Context: an optimization exercise on an open-source flow, tuned for small area. The choices shown serve that exercise and are no tape-out recipe.
At most, simulation tests tie the RTL to the original design; equivalence was not proved.
For runs 1 and 2, only the layout was checked, not whether the RTL still works.
Power is estimated from default activity; no workload was simulated.

## flow/run.sh

```bash
#!/bin/bash
# Own layout flow: the standard flow, except that
#  - the port buffers buffer_ports inserts are the smallest buffer,
#    sky130_fd_sc_hd__buf_1 (every input and output port still gets one);
#  - clock tree synthesis is told not to add dummy loads and to cluster all
#    sinks together, so the small clock net needs few buffers;
#  - the buffers synthesis leaves are removed at floorplan (as global
#    placement does when it is timing driven, which it is not here).
set -euo pipefail
bash standard.sh \
  "BUFFER_PORTS_ARGS=-buffer_cell sky130_fd_sc_hd__buf_1" \
  "CTS_ARGS=-sink_clustering_enable -repair_clock_nets -dont_use_dummy_load -sink_clustering_size 30 -sink_clustering_max_diameter 200 -buf_list sky130_fd_sc_hd__clkbuf_4" \
  REMOVE_ABC_BUFFERS=1 \
  finish > standard_make.log 2>&1
```

## standard.sh

```bash
#!/bin/bash
# synth_recipe.tcl (not shown) runs the flow's synth.tcl, then flattens the netlist and writes it again
# the make line also repeats each setting of config.mk as NAME=value (left out here)
make -C /OpenROAD-flow-scripts/flow DESIGN_CONFIG=/design/flow/config.mk WORK_HOME=/design/flow/orfs CLKGATE_MAP_FILE= SYNTH_SCRIPT=/design/flow/synth_recipe.tcl "${@:-finish}"
```

## config.mk

```make
export PLATFORM = sky130hd
export DESIGN_NAME = lut_mult_loader
export DESIGN_NICKNAME = lut_mult_loader
export VERILOG_FILES = /design/flow/design.v
export SDC_FILE = /design/flow/constraint.sdc
export NUM_CORES = 4
export LEC_CHECK = 0
export CAP_MARGIN = 0
export CORE_MARGIN = 2
export CORE_UTILIZATION = 40
export GPL_TIMING_DRIVEN = 0
export SLEW_MARGIN = 0
export SYNTH_HIERARCHICAL = 1
```

## constraint.sdc

```tcl
create_clock -name core_clock -period 10.0 [get_ports {clk}]
set_input_delay 2.0000 -clock core_clock [delete_from_list [all_inputs] [get_ports {clk}]]
set_output_delay 2.0000 -clock core_clock [all_outputs]
set_load 0.01 [all_outputs]
```

## design.v

```verilog
package lut_mult_loader_pkg;
    localparam int DEF_ADDR_W = 8;
    localparam int DEF_COEF_W = 8;
    localparam int DEF_DATA_W = 16;
    function automatic logic [DEF_DATA_W-1:0] ref_product(
        input logic [DEF_ADDR_W-1:0] addr,
        input logic [DEF_COEF_W-1:0] coef
    );
        logic [DEF_DATA_W-1:0] a_ext;
        logic [DEF_DATA_W-1:0] c_ext;
        a_ext = DEF_DATA_W'(addr);
        c_ext = DEF_DATA_W'(coef);
        ref_product = a_ext * c_ext;
    endfunction
endpackage
module lut_ram_1w1r #(
    parameter int ADDR_W = 8,
    parameter int COEF_W = 8,
    parameter int DATA_W = 16
) (
    input  logic [ADDR_W-1:0] raddr,
    input  logic [COEF_W-1:0] coef,
    output logic [DATA_W-1:0] rdata
);
    logic pp0_0;
    logic pp0_1;
    logic pp0_2;
    logic pp0_3;
    logic pp0_4;
    logic pp0_5;
    logic pp0_6;
    logic pp0_7;
    logic pp1_0;
    logic pp1_1;
    logic pp1_2;
    logic pp1_3;
    logic pp1_4;
    logic pp1_5;
    logic pp1_6;
    logic pp1_7;
    logic pp2_0;
    logic pp2_1;
    logic pp2_2;
    logic pp2_3;
    logic pp2_4;
    logic pp2_5;
    logic pp2_6;
    logic pp2_7;
    logic pp3_0;
    logic pp3_1;
    logic pp3_2;
    logic pp3_3;
    logic pp3_4;
    logic pp3_5;
    logic pp3_6;
    logic pp3_7;
    logic pp4_0;
    logic pp4_1;
    logic pp4_2;
    logic pp4_3;
    logic pp4_4;
    logic pp4_5;
    logic pp4_6;
    logic pp4_7;
    logic pp5_0;
    logic pp5_1;
    logic pp5_2;
    logic pp5_3;
    logic pp5_4;
    logic pp5_5;
    logic pp5_6;
    logic pp5_7;
    logic pp6_0;
    logic pp6_1;
    logic pp6_2;
    logic pp6_3;
    logic pp6_4;
    logic pp6_5;
    logic pp6_6;
    logic pp6_7;
    logic pp7_0;
    logic pp7_1;
    logic pp7_2;
    logic pp7_3;
    logic pp7_4;
    logic pp7_5;
    logic pp7_6;
    logic pp7_7;
    logic hs0;
    logic hc0;
    logic hs1;
    logic hc1;
    logic fs0;
    logic fc0;
    logic hs2;
    logic hc2;
    logic fs1;
    logic fc1;
    logic fs2;
    logic fc2;
    logic hs3;
    logic hc3;
    logic fs3;
    logic fc3;
    logic fs4;
    logic fc4;
    logic fs5;
    logic fc5;
    logic hs4;
    logic hc4;
    logic fs6;
    logic fc6;
    logic fs7;
    logic fc7;
    logic fs8;
    logic fc8;
    logic fs9;
    logic fc9;
    logic hs5;
    logic hc5;
    logic fs10;
    logic fc10;
    logic fs11;
    logic fc11;
    logic fs12;
    logic fc12;
    logic fs13;
    logic fc13;
    logic fs14;
    logic fc14;
    logic hs6;
    logic hc6;
    logic fs15;
    logic fc15;
    logic fs16;
    logic fc16;
    logic fs17;
    logic fc17;
    logic fs18;
    logic fc18;
    logic fs19;
    logic fc19;
    logic fs20;
    logic fc20;
    logic hs7;
    logic hc7;
    logic fs21;
    logic fc21;
    logic fs22;
    logic fc22;
    logic fs23;
    logic fc23;
    logic fs24;
    logic fc24;
    logic fs25;
    logic fc25;
    logic fs26;
    logic fc26;
    logic fs27;
    logic fc27;
    logic fs28;
    logic fc28;
    logic fs29;
    logic fc29;
    logic fs30;
    logic fc30;
    logic fs31;
    logic fc31;
    logic fs32;
    logic fc32;
    logic fs33;
    logic fc33;
    logic fs34;
    logic fc34;
    logic fs35;
    logic fc35;
    logic fs36;
    logic fc36;
    logic fs37;
    logic fc37;
    logic fs38;
    logic fc38;
    logic fs39;
    logic fc39;
    logic fs40;
    logic fc40;
    logic fs41;
    logic fc41;
    logic fs42;
    logic fc42;
    logic fs43;
    logic fc43;
    logic fs44;
    logic fc44;
    logic fs45;
    logic fc45;
    logic fs46;
    logic fc46;
    logic fs47;
    logic fc47;
    assign pp0_0 = ~(raddr[0] & coef[0]);
    assign pp0_1 = ~(raddr[0] & coef[1]);
    assign pp0_2 = ~(raddr[0] & coef[2]);
    assign pp0_3 = ~(raddr[0] & coef[3]);
    assign pp0_4 = ~(raddr[0] & coef[4]);
    assign pp0_5 = ~(raddr[0] & coef[5]);
    assign pp0_6 = ~(raddr[0] & coef[6]);
    assign pp0_7 = ~(raddr[0] & coef[7]);
    assign pp1_0 = ~(raddr[1] & coef[0]);
    assign pp1_1 = ~(raddr[1] & coef[1]);
    assign pp1_2 = ~(raddr[1] & coef[2]);
    assign pp1_3 = ~(raddr[1] & coef[3]);
    assign pp1_4 = ~(raddr[1] & coef[4]);
    assign pp1_5 = ~(raddr[1] & coef[5]);
    assign pp1_6 = ~(raddr[1] & coef[6]);
    assign pp1_7 = ~(raddr[1] & coef[7]);
    assign pp2_0 = ~(raddr[2] & coef[0]);
    assign pp2_1 = ~(raddr[2] & coef[1]);
    assign pp2_2 = ~(raddr[2] & coef[2]);
    assign pp2_3 = ~(raddr[2] & coef[3]);
    assign pp2_4 = ~(raddr[2] & coef[4]);
    assign pp2_5 = ~(raddr[2] & coef[5]);
    assign pp2_6 = ~(raddr[2] & coef[6]);
    assign pp2_7 = ~(raddr[2] & coef[7]);
    assign pp3_0 = ~(raddr[3] & coef[0]);
    assign pp3_1 = ~(raddr[3] & coef[1]);
    assign pp3_2 = ~(raddr[3] & coef[2]);
    assign pp3_3 = ~(raddr[3] & coef[3]);
    assign pp3_4 = ~(raddr[3] & coef[4]);
    assign pp3_5 = ~(raddr[3] & coef[5]);
    assign pp3_6 = ~(raddr[3] & coef[6]);
    assign pp3_7 = ~(raddr[3] & coef[7]);
    assign pp4_0 = ~(raddr[4] & coef[0]);
    assign pp4_1 = ~(raddr[4] & coef[1]);
    assign pp4_2 = ~(raddr[4] & coef[2]);
    assign pp4_3 = ~(raddr[4] & coef[3]);
    assign pp4_4 = ~(raddr[4] & coef[4]);
    assign pp4_5 = ~(raddr[4] & coef[5]);
    assign pp4_6 = ~(raddr[4] & coef[6]);
    assign pp4_7 = ~(raddr[4] & coef[7]);
    assign pp5_0 = ~(raddr[5] & coef[0]);
    assign pp5_1 = ~(raddr[5] & coef[1]);
    assign pp5_2 = ~(raddr[5] & coef[2]);
    assign pp5_3 = ~(raddr[5] & coef[3]);
    assign pp5_4 = ~(raddr[5] & coef[4]);
    assign pp5_5 = ~(raddr[5] & coef[5]);
    assign pp5_6 = ~(raddr[5] & coef[6]);
    assign pp5_7 = ~(raddr[5] & coef[7]);
    assign pp6_0 = ~(raddr[6] & coef[0]);
    assign pp6_1 = ~(raddr[6] & coef[1]);
    assign pp6_2 = ~(raddr[6] & coef[2]);
    assign pp6_3 = ~(raddr[6] & coef[3]);
    assign pp6_4 = ~(raddr[6] & coef[4]);
    assign pp6_5 = ~(raddr[6] & coef[5]);
    assign pp6_6 = ~(raddr[6] & coef[6]);
    assign pp6_7 = ~(raddr[6] & coef[7]);
    assign pp7_0 = ~(raddr[7] & coef[0]);
    assign pp7_1 = ~(raddr[7] & coef[1]);
    assign pp7_2 = ~(raddr[7] & coef[2]);
    assign pp7_3 = ~(raddr[7] & coef[3]);
    assign pp7_4 = ~(raddr[7] & coef[4]);
    assign pp7_5 = ~(raddr[7] & coef[5]);
    assign pp7_6 = ~(raddr[7] & coef[6]);
    assign pp7_7 = ~(raddr[7] & coef[7]);
    lut_hs u_hs0 (.a(pp0_1), .b(pp1_0), .s(hs0));
    lut_hc u_hc0 (.a(pp0_1), .b(pp1_0), .co(hc0));
    lut_hs u_hs1 (.a(pp0_2), .b(pp1_1), .s(hs1));
    lut_hc u_hc1 (.a(pp0_2), .b(pp1_1), .co(hc1));
    lut_fa u_fa0 (.a(pp2_0), .b(hs1), .c(hc0), .s(fs0), .co(fc0));
    lut_hs u_hs2 (.a(pp0_3), .b(pp1_2), .s(hs2));
    lut_hc u_hc2 (.a(pp0_3), .b(pp1_2), .co(hc2));
    lut_fa u_fa1 (.a(pp2_1), .b(pp3_0), .c(hs2), .s(fs1), .co(fc1));
    lut_fa u_fa2 (.a(hc1), .b(fc0), .c(fs1), .s(fs2), .co(fc2));
    lut_hs u_hs3 (.a(pp0_4), .b(pp1_3), .s(hs3));
    lut_hc u_hc3 (.a(pp0_4), .b(pp1_3), .co(hc3));
    lut_fa u_fa3 (.a(pp2_2), .b(pp3_1), .c(pp4_0), .s(fs3), .co(fc3));
    lut_fa u_fa4 (.a(hs3), .b(hc2), .c(fc1), .s(fs4), .co(fc4));
    lut_fa u_fa5 (.a(fs3), .b(fc2), .c(fs4), .s(fs5), .co(fc5));
    lut_hs u_hs4 (.a(pp0_5), .b(pp1_4), .s(hs4));
    lut_hc u_hc4 (.a(pp0_5), .b(pp1_4), .co(hc4));
    lut_fa u_fa6 (.a(pp2_3), .b(pp3_2), .c(pp4_1), .s(fs6), .co(fc6));
    lut_fa u_fa7 (.a(pp5_0), .b(hs4), .c(hc3), .s(fs7), .co(fc7));
    lut_fa u_fa8 (.a(fc3), .b(fs6), .c(fs7), .s(fs8), .co(fc8));
    lut_fa u_fa9 (.a(fc4), .b(fs8), .c(fc5), .s(fs9), .co(fc9));
    lut_hs u_hs5 (.a(pp0_6), .b(pp1_5), .s(hs5));
    lut_hc u_hc5 (.a(pp0_6), .b(pp1_5), .co(hc5));
    lut_fa u_fa10 (.a(pp2_4), .b(pp3_3), .c(pp4_2), .s(fs10), .co(fc10));
    lut_fa u_fa11 (.a(pp5_1), .b(pp6_0), .c(hs5), .s(fs11), .co(fc11));
    lut_fa u_fa12 (.a(hc4), .b(fc6), .c(fs10), .s(fs12), .co(fc12));
    lut_fa u_fa13 (.a(fc7), .b(fs11), .c(fs12), .s(fs13), .co(fc13));
    lut_fa u_fa14 (.a(fc8), .b(fs13), .c(fc9), .s(fs14), .co(fc14));
    lut_hs u_hs6 (.a(pp0_7), .b(pp1_6), .s(hs6));
    lut_hc u_hc6 (.a(pp0_7), .b(pp1_6), .co(hc6));
    lut_fa u_fa15 (.a(pp2_5), .b(pp3_4), .c(pp4_3), .s(fs15), .co(fc15));
    lut_fa u_fa16 (.a(pp5_2), .b(pp6_1), .c(pp7_0), .s(fs16), .co(fc16));
    lut_fa u_fa17 (.a(hs6), .b(hc5), .c(fc10), .s(fs17), .co(fc17));
    lut_fa u_fa18 (.a(fc11), .b(fs15), .c(fs16), .s(fs18), .co(fc18));
    lut_fa u_fa19 (.a(fc12), .b(fs17), .c(fs18), .s(fs19), .co(fc19));
    lut_fa u_fa20 (.a(fc13), .b(fs19), .c(fc14), .s(fs20), .co(fc20));
    lut_hs u_hs7 (.a(pp1_7), .b(pp2_6), .s(hs7));
    lut_hc u_hc7 (.a(pp1_7), .b(pp2_6), .co(hc7));
    lut_fa u_fa21 (.a(pp3_5), .b(pp4_4), .c(pp5_3), .s(fs21), .co(fc21));
    lut_fa u_fa22 (.a(pp6_2), .b(pp7_1), .c(hs7), .s(fs22), .co(fc22));
    lut_fa u_fa23 (.a(hc6), .b(fc15), .c(fc16), .s(fs23), .co(fc23));
    lut_fa u_fa24 (.a(fs21), .b(fs22), .c(fc17), .s(fs24), .co(fc24));
    lut_fa u_fa25 (.a(fs23), .b(fc18), .c(fs24), .s(fs25), .co(fc25));
    lut_fa u_fa26 (.a(fc19), .b(fs25), .c(fc20), .s(fs26), .co(fc26));
    lut_fa u_fa27 (.a(pp2_7), .b(pp3_6), .c(pp4_5), .s(fs27), .co(fc27));
    lut_fa u_fa28 (.a(pp5_4), .b(pp6_3), .c(pp7_2), .s(fs28), .co(fc28));
    lut_fa u_fa29 (.a(hc7), .b(fc21), .c(fc22), .s(fs29), .co(fc29));
    lut_fa u_fa30 (.a(fs27), .b(fs28), .c(fc23), .s(fs30), .co(fc30));
    lut_fa u_fa31 (.a(fs29), .b(fc24), .c(fs30), .s(fs31), .co(fc31));
    lut_fa u_fa32 (.a(fc25), .b(fs31), .c(fc26), .s(fs32), .co(fc32));
    lut_fa u_fa33 (.a(pp3_7), .b(pp4_6), .c(pp5_5), .s(fs33), .co(fc33));
    lut_fa u_fa34 (.a(pp6_4), .b(pp7_3), .c(fc27), .s(fs34), .co(fc34));
    lut_fa u_fa35 (.a(fc28), .b(fs33), .c(fc29), .s(fs35), .co(fc35));
    lut_fa u_fa36 (.a(fs34), .b(fc30), .c(fs35), .s(fs36), .co(fc36));
    lut_fa u_fa37 (.a(fc31), .b(fs36), .c(fc32), .s(fs37), .co(fc37));
    lut_fa u_fa38 (.a(pp4_7), .b(pp5_6), .c(pp6_5), .s(fs38), .co(fc38));
    lut_fa u_fa39 (.a(pp7_4), .b(fc33), .c(fs38), .s(fs39), .co(fc39));
    lut_fa u_fa40 (.a(fc34), .b(fs39), .c(fc35), .s(fs40), .co(fc40));
    lut_fa u_fa41 (.a(fc36), .b(fs40), .c(fc37), .s(fs41), .co(fc41));
    lut_fa u_fa42 (.a(pp5_7), .b(pp6_6), .c(pp7_5), .s(fs42), .co(fc42));
    lut_fa u_fa43 (.a(fc38), .b(fs42), .c(fc39), .s(fs43), .co(fc43));
    lut_fa u_fa44 (.a(fs43), .b(fc40), .c(fc41), .s(fs44), .co(fc44));
    lut_fa u_fa45 (.a(pp6_7), .b(pp7_6), .c(fc42), .s(fs45), .co(fc45));
    lut_fa u_fa46 (.a(fs45), .b(fc43), .c(fc44), .s(fs46), .co(fc46));
    lut_fa u_fa47 (.a(pp7_7), .b(fc45), .c(fc46), .s(fs47), .co(fc47));
    assign rdata = ~{fc47, fs47, fs46, fs44, fs41, fs37, fs32, fs26, fs20, fs14, fs9, fs5, fs2, fs0, hs0, pp0_0};
endmodule
module lut_fa (
    input  logic a,
    input  logic b,
    input  logic c,
    output logic s,
    output logic co
);
    assign s  = a ^ b ^ c;
    assign co = (a & b) | (a & c) | (b & c);
endmodule
module lut_hs (
    input  logic a,
    input  logic b,
    output logic s
);
    assign s = ~(a ^ b);
endmodule
module lut_hc (
    input  logic a,
    input  logic b,
    output logic co
);
    assign co = a | b;
endmodule
import lut_mult_loader_pkg::*;
module lut_mult_loader #(
    parameter int ADDR_W = DEF_ADDR_W,
    parameter int COEF_W = DEF_COEF_W,
    parameter int DATA_W = DEF_DATA_W
) (
    input  logic              clk,
    input  logic              rst,
    input  logic              start,
    input  logic [COEF_W-1:0] coef,
    output logic              busy,
    output logic              done,
    output logic              table_valid,
    input  logic [ADDR_W-1:0] rd_addr,
    output logic [DATA_W-1:0] rd_data
);
    logic [8:0]        timer;
    logic [COEF_W-1:0] coef_q;
    logic              accept;
    logic              last;
    assign accept = start & ~busy;
    assign last   = timer[7] & timer[3] & timer[1] & ~timer[8] & ~timer[6] & ~timer[2];
    always_ff @(posedge clk or posedge rst) begin
        if (rst) begin
            busy        <= 1'b0;
            table_valid <= 1'b0;
        end else begin
            busy        <= busy ? ~last : start;
            table_valid <= busy ? last : (table_valid & ~start);
        end
    end
    always_ff @(posedge clk) begin
        timer <= busy ? {~timer[7:0], timer[8] ^ timer[4]} : '1;
    end
    assign done = table_valid & ~busy & ~timer[8];
    always_ff @(posedge clk) begin
        if (accept) coef_q <= coef;
    end
    lut_ram_1w1r #(
        .ADDR_W (ADDR_W),
        .COEF_W (COEF_W),
        .DATA_W (DATA_W)
    ) u_ram (
        .raddr (rd_addr),
        .coef  (coef_q),
        .rdata (rd_data)
    );
endmodule
```

==> flow_results.org, run 1 <==
** Clocking
- Clock tree synthesis selected as its root buffer the cell sky130_fd_sc_hd__clkbuf_4.
- TritonCTS clock tree :: done
- Clock slew at the register clock pins of the worst setup and hold paths :: 90 ps
- Htree depth :: 1
- TritonCTS created 3 clock buffers.
- Max Root-Sink Buffers :: 2
- CTS Hold Bufs :: 0
- Clock sink count :: 19
- In this run the post-CTS setup repair buffer count came out at 0.
- Clk Latency, worst-skew pair :: 280 ps

** Layout
- Summing all non-filler instances in the final layout gives an area of 2220 um2.
- In the layout the commonest cells are sky130_fd_sc_hd__nand2_1 (71), sky130_fd_sc_hd__fa_1 (46), sky130_fd_sc_hd__buf_1 (33).
- The library cell used most frequently in the layout, excluding fill and tap cells, is sky130_fd_sc_hd__nand2_1.
- The area growth from synthesis to layout is 9.51%.
- Of the cells placed in the final design, the portion with a size suffix greater than 1 is 0.0498.
- Antenna diodes :: 0
- Count of non-filler cells in the finished layout :: 288
- Final-stage net count :: 290

** Critical path
- Critical path data required time :: 8000 ps
- For flop-to-flop paths, the worst setup slack is 8480 ps.
- CP max-delay cell :: sky130_fd_sc_hd__fa_1
- Data arrives at the worst endpoint at 7770 ps.
- The worst register-to-register path has a depth of 1.
- Endpoint type of the worst setup path :: primary output
- Of all nets on the critical path, the largest fanout is 8.
- Critical path, cell by cell :: clkbuf_4 > nand2_1 > xnor2_2 > fa_1 > fa_2 > fa_1 > fa_1 > fa_1 > fa_1 > fa_1 > fa_1 > fa_1 > fa_1 > fa_1 > fa_1 > fa_1 > inv_1 > buf_1
- By instance count, the cell type seen most on the critical path is sky130_fd_sc_hd__fa_1.
- By startpoint and endpoint, the worst setup path is classified as in2out.
- CP endpoint :: rd_data[14]
- First element of the critical path :: rd_addr[1]
- STA classifies the critical path startpoint as an input port.
- Worst flop-to-flop path endpoint :: coef_q[4]$_DFFE_PP_
- Stage delay of the slowest cell on the critical path :: 490 ps
- Startpoint of the worst-slack reg-to-reg timing path :: busy$_DFF_PP0_

** Floorplan
- Die boundary width :: 75.2 um
- The floorplan step defined a die boundary enclosing 5650 um2.
- Area inside the core boundary :: 4820 um2
- From bottom edge to top edge, the die measures 75.2 um.
- FP Rows :: 25
- 38 I/O pins were placed.
- Starting utilization of the core area :: 0.421

** Routing
- Total detailed-routing wirelength :: 3.48 mm
- Number of vias after detailed routing :: 1338
- The first routing iteration left 49 violations.
- Before antenna repair, the detailed router went through 4 iterations.
- For this run, design rule violations remaining after detail routing come to 0.
- Wire length per cell after detailed routing :: 12.1 um
- Using the TritonRoute via totals, the vias-per-cell ratio works out to 4.65.
- The count of nets left with antenna violations once routing finished came out at 0.

** Power and ir drop
- Summed over all nets, the switching power comes to 0.157 mW.
- The analysis attributes to cell leakage a power of 0.814 nW.
- Proportion of power drawn by the clock network :: 0.094
- Cell Int Power :: 0.210 mW
- Of the total power, the share spent switching nets is 0.429.
- Of the total power, combinational logic draws 0.577.
- In this run the power density over the cells is 165 nW/um2.
- The share of total power dissipated in sequential elements is 0.329.
- IR Drop Worst-Case VDD :: 0.0820 mV

** STA
- Slew at the pin closest to its max-slew limit :: 697 ps
- In the finished design, the share of the clock period the worst path needs comes to 0.977.
- Worst hold slack across all endpoints :: 377 ps
- The number of hold-slack violations in the final timing report was 0.
- Final slew viol count :: 0
- Clk_skew :: 0.309 ps
- Setup violations remaining at the end of the flow were counted as 0.
- Worst relative slew slack :: 0.534
- RSZ-0062 raised after global routing :: no
- For this run, the top clock speed supported by timing is 102 MHz.
- Tmin final :: 9770 ps

** Synthesis
- After synthesis, the mean cell area works out to 10.3 um2.
- Synthesis produced a netlist whose cell count is 196.
- Top post-synthesis cells by area :: sky130_fd_sc_hd__fa_1 (47%), sky130_fd_sc_hd__nand2_1 (13%), sky130_fd_sc_hd__edfxtp_1 (12%)
- Yosys warning count :: 7
- Synthesized area :: 2030 um2
- Number of library cell types mapped by synthesis :: 16
- The largest total area in the synthesized netlist belongs to sky130_fd_sc_hd__fa_1.
- Of the synthesized area, sequential elements account for 0.232.
- Number of synthesized register bits :: 19
- Area share of the leading cell type in the synthesized netlist :: 0.474

** GRT
- Total routing resource utilization after global routing :: 0.135
- The initial antenna violation count was 0.
- First-pass GRT wire length :: 5.79 mm
- Largest net degree at the start of global routing :: 16
- The number of global-route vias before repair came to 1277.
- Gr ovfl total :: 0

** Outcome
- Status :: complete, no violations

** Placement
- Area after DPL :: 2170 um2
- During placement, the flow inserted port buffers numbering 37.
- Sum of net half-perimeters after detailed placement :: 2.92 mm
- After detailed placement, the design holds a cell count of 285.
- The congestion estimate from routability-driven global placement came to 0.770.

** Worst hold path
- Class of the most critical hold timing path :: reg2reg

** Flow run
- Across the run, the number of max-cap violations was 0.
per-module statistics from Yosys (local to each module, per instance), excerpt:
module / cells / area [um2]
lut_hc: 1 / 6.26
lut_mult_loader: 39 / 576
lut_hs: 1 / 8.76
lut_fa: 1 / 20.0
flip-flops by register name, indices dropped and copies added, names as in the netlist:
register,flops
table_valid,1
timer,9
coef_q,8
busy,1
how the worst min path moves through the flow:
stage	start	endpoint	slack (ps)	cells past startpoint
5_1_grt	timer[5]$_SDFF_PN1_	timer[6]$_SDFF_PN1_	400	1
3_5_place_dp	timer[5]$_SDFF_PN1_	timer[6]$_SDFF_PN1_	360	1
4_1_cts	timer[0]$_SDFF_PN1_	timer[1]$_SDFF_PN1_	380	1
2_1_floorplan	timer[0]$_SDFF_PN1_	timer[1]$_SDFF_PN1_	340	1
6_report	timer[0]$_SDFF_PN1_	timer[1]$_SDFF_PN1_	380	1
3_3_place_gp	timer[0]$_SDFF_PN1_	timer[1]$_SDFF_PN1_	340	1
metrics by stage:
stage	setup WS (ps)	power, mW	TNS (ps)	util
after floorplan	537	0.275	0	-
after global placement	-74.0	0.339	-74.0	0.451
after detailed placement	-89.9	0.342	-108	0.451
after CTS	50.2	0.376	0	0.457
after global routing	18.3	0.413	0	0.461
final	227	0.367	0	0.461
power by group through the flow:
| stage | combinational, mW | sequential (mW) | clock [mW] |
|---|---|---|---|
| floorplan | 0.157 | 0.118 | 0 |
| global placement | 0.216 | 0.123 | 0 |
| detailed placement | 0.219 | 0.123 | 0 |
| CTS | 0.220 | 0.121 | 0.0355 |
| global route | 0.250 | 0.123 | 0.0397 |
| finish | 0.212 | 0.121 | 0.0345 |
cells by family after synthesis:
group                    share of synthesized area
AND/OR/NAND/NOR                              0.180
adder cells (fa/ha/maj)                      0.474
buffers and inverters                       0.0667
flip-flops                                   0.232
XOR/XNOR                                    0.0389
AO/OA/AOI/OAI                              0.00741
cell type report:
| cell class | instances | area, um2 |
|---|---|---|
| Sequential cell | 19 | 470 |
| Tap cell | 67 | 83.8 |
| Clock buffer | 3 | 22.5 |
| Timing Repair Buffer | 37 | 146 |
| Multi-Input combinational cell | 146 | 1440 |
| Inverter | 16 | 60.1 |
| Fill cell | 485 | 2600 |
Yosys cell counts (all sizes together):
cell	count
dfxtp	9
inv	16
nand2	72
xnor2	9
nor3b	2
buf	15
a31o	1
dfrtp	2
or2	8
and4b	1
fa	48
a31oi	1
nor2b	1
edfxtp	8
and2	1
nor2	2
repair_timing:
item,4_1_cts,5_1_grt
gates cloned,0,0
setup endpoints to repair,2,2
gates resized for setup,3,6
pin swaps,0,1
routing by layer:
| metal | routed length (um) | GRT usage | share of wire | up-vias |
|---|---|---|---|---|
| met5 | 0 | 0 | 0 | - |
| met4 | 0 | 0.0214 | 0 | 0 |
| met1 | 1500 | 0.198 | 0.43 | 674 |
| met2 | 1830 | 0.223 | 0.53 | 36 |
| met3 | 143 | 0.0174 | 0.041 | 0 |
| li1 | - | - | - | 628 |
worst max-delay path, delay by kind of cell:
| kind | cells | cell delay, ps |
|---|---|---|
| fa+ha+maj | 13 | 5180 |
| buf+inv | 3 | 310 |
| xor+xnor | 1 | 160 |
| simple gates | 1 | 100 |
==> run 2: changes to the inputs <==
--- a/flow/run.sh
+++ b/flow/run.sh
@@ -10,5 +10,5 @@
 bash standard.sh \
   "BUFFER_PORTS_ARGS=-buffer_cell sky130_fd_sc_hd__buf_1" \
   "CTS_ARGS=-sink_clustering_enable -repair_clock_nets -dont_use_dummy_load -sink_clustering_size 30 -sink_clustering_max_diameter 200 -buf_list sky130_fd_sc_hd__clkbuf_4" \
-  REMOVE_ABC_BUFFERS=1 \
+  REMOVE_ABC_BUFFERS=1 SKIP_CTS_REPAIR_TIMING=1 SKIP_INCREMENTAL_REPAIR=1 \
   finish > standard_make.log 2>&1
==> run 2 against run 1 <==
Now fails the layout checks on setup timing. Clock-buffer cell count stayed put. First-iteration DRC count decreased by 43%. Sequential share of layout area increased by 0.22 points. Via count grew 0.30%. Total power fell by 0.31%. Die area stayed put. Global-route usage unchanged. Non-clock buffer count is the same. Largest cell class unchanged.
==> flow_results.org, run 2 <==
** STA
- Total Negative Setup Slacks :: -19.4 ps
- Worst hold slack across all endpoints :: 378 ps
- The final count of pins violating max slew was 0.
- Setup violations remaining at the end of the flow were counted as 1.
- Clk_skew :: 0.308 ps
- Tmin final :: 10020 ps
- Max Clk Rate :: 99.8 MHz
- At the pin with the least slew margin, the transition time is 697 ps.
- Period Utilization, post-route :: 1.00
- In the post-route analysis, the smallest setup slack over all paths is -19.4 ps.
- The number of hold-slack violations in the final timing report is 0.
- Worst relative slew slack :: 0.534

** Synthesis
- Post-synth ARST share :: 0.105
- For this run, the number of Yosys warnings is 7.
- The number of different library cells used by synthesis comes to 16.
- Counting flops and latches in the post-synthesis netlist gives 19.
- In this run the cell area of the synthesized design comes to 2030 um2.
- Post-synth top area cell :: sky130_fd_sc_hd__fa_1
- Number of instances in the synthesized netlist :: 196
- Of the synthesized area, sequential elements account for 0.232.
- Prevailing post-synth register cell :: sky130_fd_sc_hd__dfxtp_1
- Area share of the leading cell type in the synthesized netlist :: 0.474
- Top cell types by occurrence after synthesis :: sky130_fd_sc_hd__nand2_1 (72), sky130_fd_sc_hd__fa_1 (48), sky130_fd_sc_hd__inv_1 (16)
- Most frequently used cell type in the post-synthesis netlist :: sky130_fd_sc_hd__nand2_1
- Top post-synthesis cells by area :: sky130_fd_sc_hd__fa_1 (47%), sky130_fd_sc_hd__nand2_1 (13%), sky130_fd_sc_hd__edfxtp_1 (12%)
- Post-synth EDFFs :: 8
- Averaged over all synthesized cells, the footprint is 10.3 um2.

** Clocking
- In this run the deepest clock path goes through 2 buffers.
- Clk Latency, worst-skew pair :: 280 ps
- Clock slew at the register clock pins of the worst setup and hold paths :: 90 ps
- In this run the clock root is driven by a sky130_fd_sc_hd__clkbuf_4.
- Clock sink count :: 19
- Htree depth :: 1
- TritonCTS clock tree :: done
- Clock buffer count from CTS :: 3

** Layout
- Fill cells in the final layout number 485.
- Antenna diodes :: 0
- The library cells used most frequently in the layout, excluding fill and tap cells, are sky130_fd_sc_hd__nand2_1 (72), sky130_fd_sc_hd__fa_1 (48), sky130_fd_sc_hd__buf_1 (37).
- Synth-to-Final Area Change :: 8.40%
- The register with the most flip-flops in the layout has 9 of them.
- Layout cell share with drive strength beyond 1 :: 0.0136
- The library cell used most frequently in the layout, excluding fill and tap cells, is sky130_fd_sc_hd__nand2_1.
- Final-stage net count :: 290
- Register bank with the most flops :: timer
- The largest registers in the layout are timer (9), coef_q (8).

** Power and ir drop
- The analysis attributes to cell leakage a power of 0.795 nW.
- Dividing total power by cell area gives a power density of 167 nW/um2.
- Across the VDD grid, the largest voltage drop is 0.0820 mV.
- After layout, the design draws a total of 0.366 mW.

** Routing
- Via density per instance :: 4.66
- Wire length per cell after detailed routing :: 12.0 um
- For this run, the detailed router's first-pass iteration total came to 5.
- Detailed router's first-iteration violation count :: 28
- Post-detailed-route DRC marker count :: 0
- Total detailed-routing wirelength :: 3.45 mm
- For this block, the via count after detailed routing is 1342.
- Antenna-violating nets left :: 0

** Floorplan
- DIE AREA :: 5650 um2
- Die height :: 75.2 um
- I/O pin count :: 38
- The core region is 4820 um2.
- FP Rows :: 25
- Die boundary width :: 75.2 um
- The initial utilization of the core area, before any placement, comes to 0.421.

** GRT
- The initial antenna violation count came to 0.
- Entering global routing, the biggest net connects 16 pins.
- After global routing the overflow that remains totals 0.
- The number of global-route vias before repair is 1277.
- First-pass GRT wire length :: 5.79 mm
- In the global route stage, overall resource usage came out at 0.135.

** Outcome
- Layout Check Fails :: setup timing
- Status :: failed layout checks

** Worst hold path
- The tightest min-delay check is of the reg2reg type.
- Counting instances, the worst hold path has a depth of 1.
- In this run the most critical hold path is launched from timer[5]$_SDFF_PN1_.

** Critical path
- At the worst endpoint, the arrival time is 8020 ps.
- In this design, the critical path's most frequently occurring cell is sky130_fd_sc_hd__fa_1.
- Startpoint of the worst-slack reg-to-reg timing path :: busy$_DFF_PP0_
- Critical path data required time :: 8000 ps
- The number of cells on the worst reg-to-reg path is 1.
- STA classifies the critical path startpoint as an input port.
- Together, buffers and inverters on the worst path number 3.
- First element of the critical path :: rd_addr[1]
- The critical path goes through buf_1 > nand2_1 > or2_1 > fa_1 > fa_1 > fa_1 > fa_1 > fa_1 > fa_1 > fa_1 > fa_1 > fa_1 > fa_1 > fa_1 > fa_1 > fa_1 > inv_1 > buf_1.
- The critical path crosses 18 cells after its start point.
- Family with the most delay on the worst path :: adder cells
- Endpoint type of the worst setup path :: primary output
- CP max-delay cell :: sky130_fd_sc_hd__fa_1
- Critical path start-end classification :: in2out
- Largest fanout on the critical path :: 8
- Stage delay of the slowest cell on the critical path :: 490 ps

** Placement
- Input and output buffers added on the ports amount to 37.
- The congestion estimate from routability-driven global placement came to 0.770.
- Sum of net half-perimeters after detailed placement :: 2.92 mm

** Flow run
- Max-cap violations in this run came to 0.
-- run 2: cell families after synthesis --
| group | count (synthesis) | synth area share |
|---|---|---|
| adders and majority gates | 48 | 0.474 |
| DFF | 19 | 0.232 |
| AOI/OAI and AO/OA | 2 | 0.00741 |
| xor gates and xnor gates | 9 | 0.0389 |
| buffers and inverters | 31 | 0.0667 |
| and+or+nand+nor | 87 | 0.180 |
-- run 2: modules after synthesis (local to each module, per instance), a selection --
module,copies in the design,cells inside
lut_mult_loader,1,39
lut_hc,8,1
lut_hs,8,1
lut_fa,48,1
-- run 2: report_power, final --
part           switching [mW]  leakage, nW  total [mW]  internal [mW]
logic                   0.120        0.611       0.211         0.0906
clock network          0.0205       0.0138      0.0345         0.0140
registers              0.0165        0.171       0.121          0.104
total                   0.157        0.795       0.366          0.209
-- run 2: final timing paths --
path	to	slack, ps
max reg2reg	coef_q[4]$_DFFE_PP_	8480
min	timer[6]$_SDFF_PN1_	380
min reg2reg	timer[6]$_SDFF_PN1_	380
max in group asynchronous	busy$_DFF_PP0_	8380
min in group asynchronous	table_valid$_DFF_PP0_	1520
max	rd_data[14]	-20
-- run 2: area by class of cell --
class	instances	area [um2]	area share
flip-flops and latches	19	470	0.214
well taps	67	83.8	0.0382
repair buffers	37	139	0.0632
inverters	16	60.1	0.0274
multi-input cells	146	1420	0.647
clock buffers	3	22.5	0.0103
-- run 2: metal layers --
metal / wire [um] / global-route usage
met1: 1510 / 0.198
met2: 1760 / 0.223
met3: 174 / 0.0174
met4: 0 / 0.0214
met5: 0 / 0
-- run 2: per-stage QoR --
step / area (um2) / setup slack [ps] / std cells / utilization
floorplan: 1950 / 537 / 181 / -
global placement: 2170 / -74.0 / 285 / 0.451
detailed placement: 2170 / -89.9 / 285 / 0.451
CTS: 2200 / -96.0 / 288 / 0.456
global route: 2200 / -315 / 288 / 0.456
finish: 2200 / -19.4 / 288 / 0.456
==> run 3: changes to the inputs <==
--- a/design.v
+++ b/design.v
@@ -106,8 +106,6 @@
     logic fc4;
     logic fs5;
     logic fc5;
-    logic hs4;
-    logic hc4;
     logic fs6;
     logic fc6;
     logic fs7;
@@ -116,6 +114,8 @@
     logic fc8;
     logic fs9;
     logic fc9;
+    logic hs4;
+    logic hc4;
     logic hs5;
     logic hc5;
     logic fs10;
@@ -128,8 +128,6 @@
     logic fc13;
     logic fs14;
     logic fc14;
-    logic hs6;
-    logic hc6;
     logic fs15;
     logic fc15;
     logic fs16;
@@ -142,8 +140,8 @@
     logic fc19;
     logic fs20;
     logic fc20;
-    logic hs7;
-    logic hc7;
+    logic hs6;
+    logic hc6;
     logic fs21;
     logic fc21;
     logic fs22;
@@ -156,6 +154,8 @@
     logic fc25;
     logic fs26;
     logic fc26;
+    logic hs7;
+    logic hc7;
     logic fs27;
     logic fc27;
     logic fs28;
@@ -262,7 +262,7 @@
     assign pp7_5 = ~(raddr[7] & coef[5]);
     assign pp7_6 = ~(raddr[7] & coef[6]);
     assign pp7_7 = ~(raddr[7] & coef[7]);
-    lut_hs u_hs0 (.a(pp0_1), .b(pp1_0), .s(hs0));
+    lut_hx u_hs0 (.a(pp0_1), .b(pp1_0), .s(hs0));
     lut_hc u_hc0 (.a(pp0_1), .b(pp1_0), .co(hc0));
     lut_hs u_hs1 (.a(pp0_2), .b(pp1_1), .s(hs1));
     lut_hc u_hc1 (.a(pp0_2), .b(pp1_1), .co(hc1));
@@ -276,41 +276,41 @@
     lut_fa u_fa3 (.a(pp2_2), .b(pp3_1), .c(pp4_0), .s(fs3), .co(fc3));
     lut_fa u_fa4 (.a(hs3), .b(hc2), .c(fc1), .s(fs4), .co(fc4));
     lut_fa u_fa5 (.a(fs3), .b(fc2), .c(fs4), .s(fs5), .co(fc5));
-    lut_hs u_hs4 (.a(pp0_5), .b(pp1_4), .s(hs4));
-    lut_hc u_hc4 (.a(pp0_5), .b(pp1_4), .co(hc4));
-    lut_fa u_fa6 (.a(pp2_3), .b(pp3_2), .c(pp4_1), .s(fs6), .co(fc6));
-    lut_fa u_fa7 (.a(pp5_0), .b(hs4), .c(hc3), .s(fs7), .co(fc7));
-    lut_fa u_fa8 (.a(fc3), .b(fs6), .c(fs7), .s(fs8), .co(fc8));
-    lut_fa u_fa9 (.a(fc4), .b(fs8), .c(fc5), .s(fs9), .co(fc9));
+    lut_fa u_fa6 (.a(pp0_5), .b(pp1_4), .c(pp2_3), .s(fs6), .co(fc6));
+    lut_fa u_fa7 (.a(pp3_2), .b(pp4_1), .c(pp5_0), .s(fs7), .co(fc7));
+    lut_fa u_fa8 (.a(hc3), .b(fc3), .c(fs6), .s(fs8), .co(fc8));
+    lut_fa u_fa9 (.a(fs7), .b(fc4), .c(fs8), .s(fs9), .co(fc9));
+    lut_hx u_hs4 (.a(fc5), .b(fs9), .s(hs4));
+    lut_hc u_hc4 (.a(fc5), .b(fs9), .co(hc4));
     lut_hs u_hs5 (.a(pp0_6), .b(pp1_5), .s(hs5));
     lut_hc u_hc5 (.a(pp0_6), .b(pp1_5), .co(hc5));
     lut_fa u_fa10 (.a(pp2_4), .b(pp3_3), .c(pp4_2), .s(fs10), .co(fc10));
     lut_fa u_fa11 (.a(pp5_1), .b(pp6_0), .c(hs5), .s(fs11), .co(fc11));
-    lut_fa u_fa12 (.a(hc4), .b(fc6), .c(fs10), .s(fs12), .co(fc12));
-    lut_fa u_fa13 (.a(fc7), .b(fs11), .c(fs12), .s(fs13), .co(fc13));
-    lut_fa u_fa14 (.a(fc8), .b(fs13), .c(fc9), .s(fs14), .co(fc14));
-    lut_hs u_hs6 (.a(pp0_7), .b(pp1_6), .s(hs6));
-    lut_hc u_hc6 (.a(pp0_7), .b(pp1_6), .co(hc6));
-    lut_fa u_fa15 (.a(pp2_5), .b(pp3_4), .c(pp4_3), .s(fs15), .co(fc15));
-    lut_fa u_fa16 (.a(pp5_2), .b(pp6_1), .c(pp7_0), .s(fs16), .co(fc16));
-    lut_fa u_fa17 (.a(hs6), .b(hc5), .c(fc10), .s(fs17), .co(fc17));
-    lut_fa u_fa18 (.a(fc11), .b(fs15), .c(fs16), .s(fs18), .co(fc18));
-    lut_fa u_fa19 (.a(fc12), .b(fs17), .c(fs18), .s(fs19), .co(fc19));
-    lut_fa u_fa20 (.a(fc13), .b(fs19), .c(fc14), .s(fs20), .co(fc20));
-    lut_hs u_hs7 (.a(pp1_7), .b(pp2_6), .s(hs7));
-    lut_hc u_hc7 (.a(pp1_7), .b(pp2_6), .co(hc7));
-    lut_fa u_fa21 (.a(pp3_5), .b(pp4_4), .c(pp5_3), .s(fs21), .co(fc21));
-    lut_fa u_fa22 (.a(pp6_2), .b(pp7_1), .c(hs7), .s(fs22), .co(fc22));
-    lut_fa u_fa23 (.a(hc6), .b(fc15), .c(fc16), .s(fs23), .co(fc23));
+    lut_fa u_fa12 (.a(fc6), .b(fc7), .c(fs10), .s(fs12), .co(fc12));
+    lut_fa u_fa13 (.a(fs11), .b(fc8), .c(fs12), .s(fs13), .co(fc13));
+    lut_fa u_fa14 (.a(fc9), .b(fs13), .c(hc4), .s(fs14), .co(fc14));
+    lut_fa u_fa15 (.a(pp0_7), .b(pp1_6), .c(pp2_5), .s(fs15), .co(fc15));
+    lut_fa u_fa16 (.a(pp3_4), .b(pp4_3), .c(pp5_2), .s(fs16), .co(fc16));
+    lut_fa u_fa17 (.a(pp6_1), .b(pp7_0), .c(hc5), .s(fs17), .co(fc17));
+    lut_fa u_fa18 (.a(fc10), .b(fc11), .c(fs15), .s(fs18), .co(fc18));
+    lut_fa u_fa19 (.a(fs16), .b(fs17), .c(fc12), .s(fs19), .co(fc19));
+    lut_fa u_fa20 (.a(fs18), .b(fc13), .c(fs19), .s(fs20), .co(fc20));
+    lut_hx u_hs6 (.a(fs20), .b(fc14), .s(hs6));
+    lut_hc u_hc6 (.a(fs20), .b(fc14), .co(hc6));
+    lut_fa u_fa21 (.a(pp1_7), .b(pp2_6), .c(pp3_5), .s(fs21), .co(fc21));
+    lut_fa u_fa22 (.a(pp4_4), .b(pp5_3), .c(pp6_2), .s(fs22), .co(fc22));
+    lut_fa u_fa23 (.a(pp7_1), .b(fc15), .c(fc16), .s(fs23), .co(fc23));
     lut_fa u_fa24 (.a(fs21), .b(fs22), .c(fc17), .s(fs24), .co(fc24));
-    lut_fa u_fa25 (.a(fs23), .b(fc18), .c(fs24), .s(fs25), .co(fc25));
+    lut_fa u_fa25 (.a(fc18), .b(fs23), .c(fs24), .s(fs25), .co(fc25));
     lut_fa u_fa26 (.a(fc19), .b(fs25), .c(fc20), .s(fs26), .co(fc26));
+    lut_hx u_hs7 (.a(fs26), .b(hc6), .s(hs7));
+    lut_hc u_hc7 (.a(fs26), .b(hc6), .co(hc7));
     lut_fa u_fa27 (.a(pp2_7), .b(pp3_6), .c(pp4_5), .s(fs27), .co(fc27));
     lut_fa u_fa28 (.a(pp5_4), .b(pp6_3), .c(pp7_2), .s(fs28), .co(fc28));
-    lut_fa u_fa29 (.a(hc7), .b(fc21), .c(fc22), .s(fs29), .co(fc29));
-    lut_fa u_fa30 (.a(fs27), .b(fs28), .c(fc23), .s(fs30), .co(fc30));
-    lut_fa u_fa31 (.a(fs29), .b(fc24), .c(fs30), .s(fs31), .co(fc31));
-    lut_fa u_fa32 (.a(fc25), .b(fs31), .c(fc26), .s(fs32), .co(fc32));
+    lut_fa u_fa29 (.a(fc21), .b(fc22), .c(fs27), .s(fs29), .co(fc29));
+    lut_fa u_fa30 (.a(fs28), .b(fc23), .c(fc24), .s(fs30), .co(fc30));
+    lut_fa u_fa31 (.a(fs29), .b(fc25), .c(fs30), .s(fs31), .co(fc31));
+    lut_fa u_fa32 (.a(fs31), .b(fc26), .c(hc7), .s(fs32), .co(fc32));
     lut_fa u_fa33 (.a(pp3_7), .b(pp4_6), .c(pp5_5), .s(fs33), .co(fc33));
     lut_fa u_fa34 (.a(pp6_4), .b(pp7_3), .c(fc27), .s(fs34), .co(fc34));
     lut_fa u_fa35 (.a(fc28), .b(fs33), .c(fc29), .s(fs35), .co(fc35));
@@ -319,14 +319,14 @@
     lut_fa u_fa38 (.a(pp4_7), .b(pp5_6), .c(pp6_5), .s(fs38), .co(fc38));
     lut_fa u_fa39 (.a(pp7_4), .b(fc33), .c(fs38), .s(fs39), .co(fc39));
     lut_fa u_fa40 (.a(fc34), .b(fs39), .c(fc35), .s(fs40), .co(fc40));
-    lut_fa u_fa41 (.a(fc36), .b(fs40), .c(fc37), .s(fs41), .co(fc41));
+    lut_fa u_fa41 (.a(fs40), .b(fc36), .c(fc37), .s(fs41), .co(fc41));
     lut_fa u_fa42 (.a(pp5_7), .b(pp6_6), .c(pp7_5), .s(fs42), .co(fc42));
     lut_fa u_fa43 (.a(fc38), .b(fs42), .c(fc39), .s(fs43), .co(fc43));
     lut_fa u_fa44 (.a(fs43), .b(fc40), .c(fc41), .s(fs44), .co(fc44));
     lut_fa u_fa45 (.a(pp6_7), .b(pp7_6), .c(fc42), .s(fs45), .co(fc45));
     lut_fa u_fa46 (.a(fs45), .b(fc43), .c(fc44), .s(fs46), .co(fc46));
     lut_fa u_fa47 (.a(pp7_7), .b(fc45), .c(fc46), .s(fs47), .co(fc47));
-    assign rdata = ~{fc47, fs47, fs46, fs44, fs41, fs37, fs32, fs26, fs20, fs14, fs9, fs5, fs2, fs0, hs0, pp0_0};
+    assign rdata = {~fc47, ~fs47, ~fs46, ~fs44, ~fs41, ~fs37, ~fs32, hs7, hs6, ~fs14, hs4, ~fs5, ~fs2, ~fs0, hs0, ~pp0_0};
 endmodule
 module lut_fa (
     input  logic a,
@@ -345,6 +345,13 @@
 );
     assign s = ~(a ^ b);
 endmodule
+module lut_hx (
+    input  logic a,
+    input  logic b,
+    output logic s
+);
+    assign s = a ^ b;
+endmodule
 module lut_hc (
     input  logic a,
     input  logic b,
--- a/flow/run.sh
+++ b/flow/run.sh
@@ -10,5 +10,5 @@
 bash standard.sh \
   "BUFFER_PORTS_ARGS=-buffer_cell sky130_fd_sc_hd__buf_1" \
   "CTS_ARGS=-sink_clustering_enable -repair_clock_nets -dont_use_dummy_load -sink_clustering_size 30 -sink_clustering_max_diameter 200 -buf_list sky130_fd_sc_hd__clkbuf_4" \
-  REMOVE_ABC_BUFFERS=1 SKIP_CTS_REPAIR_TIMING=1 SKIP_INCREMENTAL_REPAIR=1 \
+  REMOVE_ABC_BUFFERS=1 \
   finish > standard_make.log 2>&1
==> run 3 against run 2 <==
Now clean on timing, DRC and antenna. Global-route usage increased by 0.27 points. Combinational power is 6% higher. Setup slack gained 360 ps. Clock power shrank 2%. First-iteration DRC count is 57% higher. Die area is 0.69% higher. Largest cell class unchanged.
==> flow_results.org, run 3 <==
** GRT
- Number of global-route vias before repair :: 1363
- Global routing finished with a remaining overflow of 0.
- Largest net degree at the start of global routing :: 16
- First-pass GRT wire length :: 6.00 mm
- Number of antenna violations at the first check in global routing :: 0
- For this run, the total global-route usage over all layers was measured as 0.138.

** Critical path
- Arrival time of the worst setup path :: 7650 ps
- The setup path with the least slack is of type in2out.
- Worst Setup Start Kind :: input port
- Critical path, cell by cell :: buf_1 > nand2_1 > xnor2_1 > fa_1 > fa_1 > fa_1 > or2_1 > fa_1 > or2_1 > or2_1 > fa_1 > fa_1 > fa_1 > fa_1 > fa_1 > fa_1 > inv_1 > buf_1
- Most used cell, CP :: sky130_fd_sc_hd__fa_1
- Together, buffers and inverters on the worst path number 3.
- Counting cells, the worst reg-to-reg path comes to 1.
- Among all stages on the critical path, the largest delay is contributed by sky130_fd_sc_hd__fa_1.
- Startpoint of the worst-slack reg-to-reg timing path :: busy$_DFF_PP0_
- Stage delay of the slowest cell on the critical path :: 460 ps
- In this design, the largest share of critical-path delay is due to adder cells.
- Largest fanout on the critical path :: 8
- Endpoint type of the worst setup path :: primary output
- Worst flop-to-flop path endpoint :: coef_q[1]$_DFFE_PP_
- CP endpoint :: rd_data[14]
- At the worst endpoint, the required time is 8000 ps.
- Across all register-to-register paths, the minimum setup slack is 8500 ps.
- Number of logic stages on the critical path including buffering :: 18
- First element of the critical path :: rd_addr[1]

** Floorplan
- During I/O placement, the number of pins put on the boundary was 38.
- After floorplanning, the core was divided into 25 placement rows.
- Starting utilization of the core area :: 0.424
- The floorplan step defined a die boundary enclosing 5690 um2.
- The die is 75.4 um tall.
- Die boundary width :: 75.4 um
- Area inside the core boundary :: 4820 um2

** Placement
- Area after DPL :: 2160 um2
- Counting tap cells, the placed design contains a total of 281 instances.
- Input and output buffers added on the ports amount to 37.
- Setup Slack @ Placement :: 289 ps
- Weighted congestion reported at the end of routability-driven placement :: 0.765
- Sum of net half-perimeters after detailed placement :: 2.82 mm

** Layout
- Total of fill cells in the finished design :: 497
- Final instance area :: 2180 um2
- Synth-to-Final Area Change :: 6.87%
- After the flow finishes, the layout carries non-filler instances totaling 284.
- Antenna diodes :: 0
- timer holds more flip-flops than any other register.
- The net count of the finished layout is 286.
- Of the cells placed in the final design, the portion with a size suffix greater than 1 is 0.0138.
- Most common cell after layout, fill and taps aside :: sky130_fd_sc_hd__nand2_1
- The register with the most flip-flops in the layout has 9 of them.
- Once layout is complete, the utilization of the core stands at 0.453.
- In the final layout, the registers with the most flip-flops are timer (9), coef_q (8).
- Leading cell types in the layout, fill and taps excluded :: sky130_fd_sc_hd__nand2_1 (72), sky130_fd_sc_hd__fa_1 (48), sky130_fd_sc_hd__buf_1 (37)

** Synthesis
- Of the post-synthesis cell area, the dominant cell type holds 0.471.
- Syn_area_per_cell :: 10.4 um2
- Yosys warning count :: 7
- Number of instances in the synthesized netlist :: 196
- Prevailing post-synth register cell :: sky130_fd_sc_hd__dfxtp_1
- Post-synth EDFFs :: 8
- Top cell types by occurrence after synthesis :: sky130_fd_sc_hd__nand2_1 (72), sky130_fd_sc_hd__fa_1 (48), sky130_fd_sc_hd__buf_2 (15)
- Of all flip-flops after synthesis, the portion carrying an async set or reset was 0.105.
- The synthesized design contains 19 register bits.
- Post-synthesis sequential area ratio :: 0.231
- In the post-synthesis netlist, the biggest area contributors are sky130_fd_sc_hd__fa_1 (47%), sky130_fd_sc_hd__nand2_1 (13%), sky130_fd_sc_hd__edfxtp_1 (12%).
- The synthesized netlist contains 18 unique library cells.
- Post-synth top area cell :: sky130_fd_sc_hd__fa_1
- Synthesized area :: 2040 um2
- Most frequently used cell type in the post-synthesis netlist :: sky130_fd_sc_hd__nand2_1

** Flow run
- The tool flagged a number of max-cap violations equal to 0.

** Worst hold path
- Class of the most critical hold timing path :: reg2reg

** Clocking
- Clock buffer count from CTS :: 3
- In this run the number of H-tree levels came out at 1.
- Number of gates given a new drive strength after cts :: 0
- Max Root-Sink Buffers :: 2
- The cell sitting at the root of the clock tree is a sky130_fd_sc_hd__clkbuf_4.
- Clock sink count :: 19
- For this design, the CTS-stage hold fixing added 0 buffers.
- TritonCTS clock tree :: done
- Once the clock tree was built, the setup fixing pass inserted 0 buffers.
- Clk Latency, worst-skew pair :: 280 ps
- After clock tree synthesis, the clock-pin slew on the worst setup and hold paths is 90 ps.

** STA
- Subtracting the final worst setup slack from the clock period gives 9650 ps.
- Max Clk Rate :: 104 MHz
- Headroom to the max-slew limit came out at 0.557.
- Total Negative Setup Slacks :: 0 ps
- Final hold violation count :: 0
- In the post-route analysis, the smallest setup slack over all paths is 346 ps.
- Dividing the final minimum period by the clock period gives 0.965.
- At the pin with the least slew margin, the transition time is 664 ps.
- The tightest hold path in the finished design has a slack of 378 ps.
- Final-report setup violation count :: 0
- RSZ-0062 raised after global routing :: no
- Between clock sinks in the finished design, the worst skew comes to 5.50 ps.
- The final count of pins violating max slew was 0.

** Power and ir drop
- In this run the power density over the cells is 173 nW/um2.
- Leakage power :: 0.775 nW
- Share of total power in combinational logic :: 0.591
- Cell internal power was estimated by the tool at 0.215 mW.
- Part of the total power dissipated in sequential elements :: 0.319
- The share of total power dissipated in the clock network is 0.090.
- Of the total power, the share spent switching nets is 0.429.
- Overall power after layout :: 0.377 mW
- Across the VDD grid, the largest voltage drop is 0.0923 mV.
- For this design the total switching power over the nets is 0.162 mW.

** Outcome
- The flow ran to the end and the layout has no timing, DRC or antenna violations.

** Routing
- In the routed design, unresolved DRC markers number 0.
- In this run, the number of DRC markers left after iteration 0 of detailed routing was 44.
- Total iterations of the first detailed-routing run :: 4
- For this block, the routed nets add up to 3.36 mm of wire.
- Once detail routing completed, the nets flagged for antenna violations numbered 0.
- In the routed layout, each cell is associated on average with a via count of 4.63.
- Wire length per cell after detailed routing :: 11.8 um
- Number of vias after detailed routing :: 1316
[run 3: layout make-up]
class,count,area [um2],area share
repair buffers,37,139,0.0637
well taps,67,83.8,0.0384
inverters,12,45.0,0.0207
clock buffers,3,22.5,0.0103
multi-input cells,146,1420,0.651
flip-flops and latches,19,470,0.216
[run 3: logic make-up (layout without fill, tap and decap cells)]
| logic type | Yosys count | after routing | synth area share |
|---|---|---|---|
| buffers and inverters | 31 | 52 | 0.0736 |
| DFF | 19 | 19 | 0.231 |
| xor gates and xnor gates | 9 | 9 | 0.0386 |
| AOI/OAI and AO/OA | 2 | 2 | 0.00736 |
| adders and majority gates | 48 | 48 | 0.471 |
| and+or+nand+nor | 87 | 87 | 0.179 |
[run 3: worst min-delay path by stage]
stage	from	to	slack (ps)	cells past startpoint
floorplan	timer[0]$_SDFF_PN1_	timer[1]$_SDFF_PN1_	340	1
CTS	timer[0]$_SDFF_PN1_	timer[1]$_SDFF_PN1_	380	1
global route	timer[0]$_SDFF_PN1_	timer[1]$_SDFF_PN1_	400	1
global placement	timer[0]$_SDFF_PN1_	timer[1]$_SDFF_PN1_	340	1
detailed placement	timer[0]$_SDFF_PN1_	timer[1]$_SDFF_PN1_	350	1
finish	timer[0]$_SDFF_PN1_	timer[1]$_SDFF_PN1_	380	1
[run 3: routing by layer]
metal	up-vias	share of wire	track usage
li1	618	-	-
met1	662	0.48	0.207
met2	36	0.48	0.219
met3	0	0.044	0.0238
met4	0	0	0.0175
met5	-	0	0
[run 3: per-module statistics from Yosys (local to each module, per instance), a selection]
| module | cells | flip-flops and latches |
|---|---|---|
| lut_fa | 1 | 0 |
| lut_hc | 1 | 0 |
| lut_hs | 1 | 0 |
| lut_hx | 1 | 0 |
| lut_mult_loader | 39 | 19 |
[run 3: power by group through the flow]
stage	Combinational (mW)	Sequential (mW)	Clock, mW
final	0.223	0.120	0.0339
after CTS	0.231	0.120	0.0354
after floorplan	0.166	0.118	0
after global routing	0.266	0.124	0.0389
after global placement	0.227	0.122	0
after detailed placement	0.229	0.122	0

-- separate check: timing with driven ports --
How much do the figures lean on ideal ports? The routed layouts below were timed once more, with nothing changed but the port constraints. Step 1, drivers: a clkbuf_16 drives clk and a buf_2 each remaining input, both assumed. Step 2 also shifts input and output timing later by t, the mid clock arrival at the registers, as if the neighbouring blocks saw the same clock. Three values: ideal, step 1, step 2; two values: the first two.
run | t (ns) | slack for setup (ns) | latest minus earliest clock arrival (ns) | worst register clock-pin slew, ns | cell pins on the clock port's net
run 1 | 0.303 | 0.227 / 0.193 / 0.193 | 0.000 / 0.000 | 0.09 / 0.09 | 1
run 2 | 0.303 | -0.019 / -0.049 / -0.049 | 0.000 / 0.000 | 0.09 / 0.09 | 1
run 3 | 0.299 | 0.346 / 0.324 / 0.324 | 0.006 / 0.005 | 0.09 / 0.09 | 1
For run 1, which loses most, drivers alone change the setup slack by -0.034 ns; drivers and shift together by -0.034 ns.
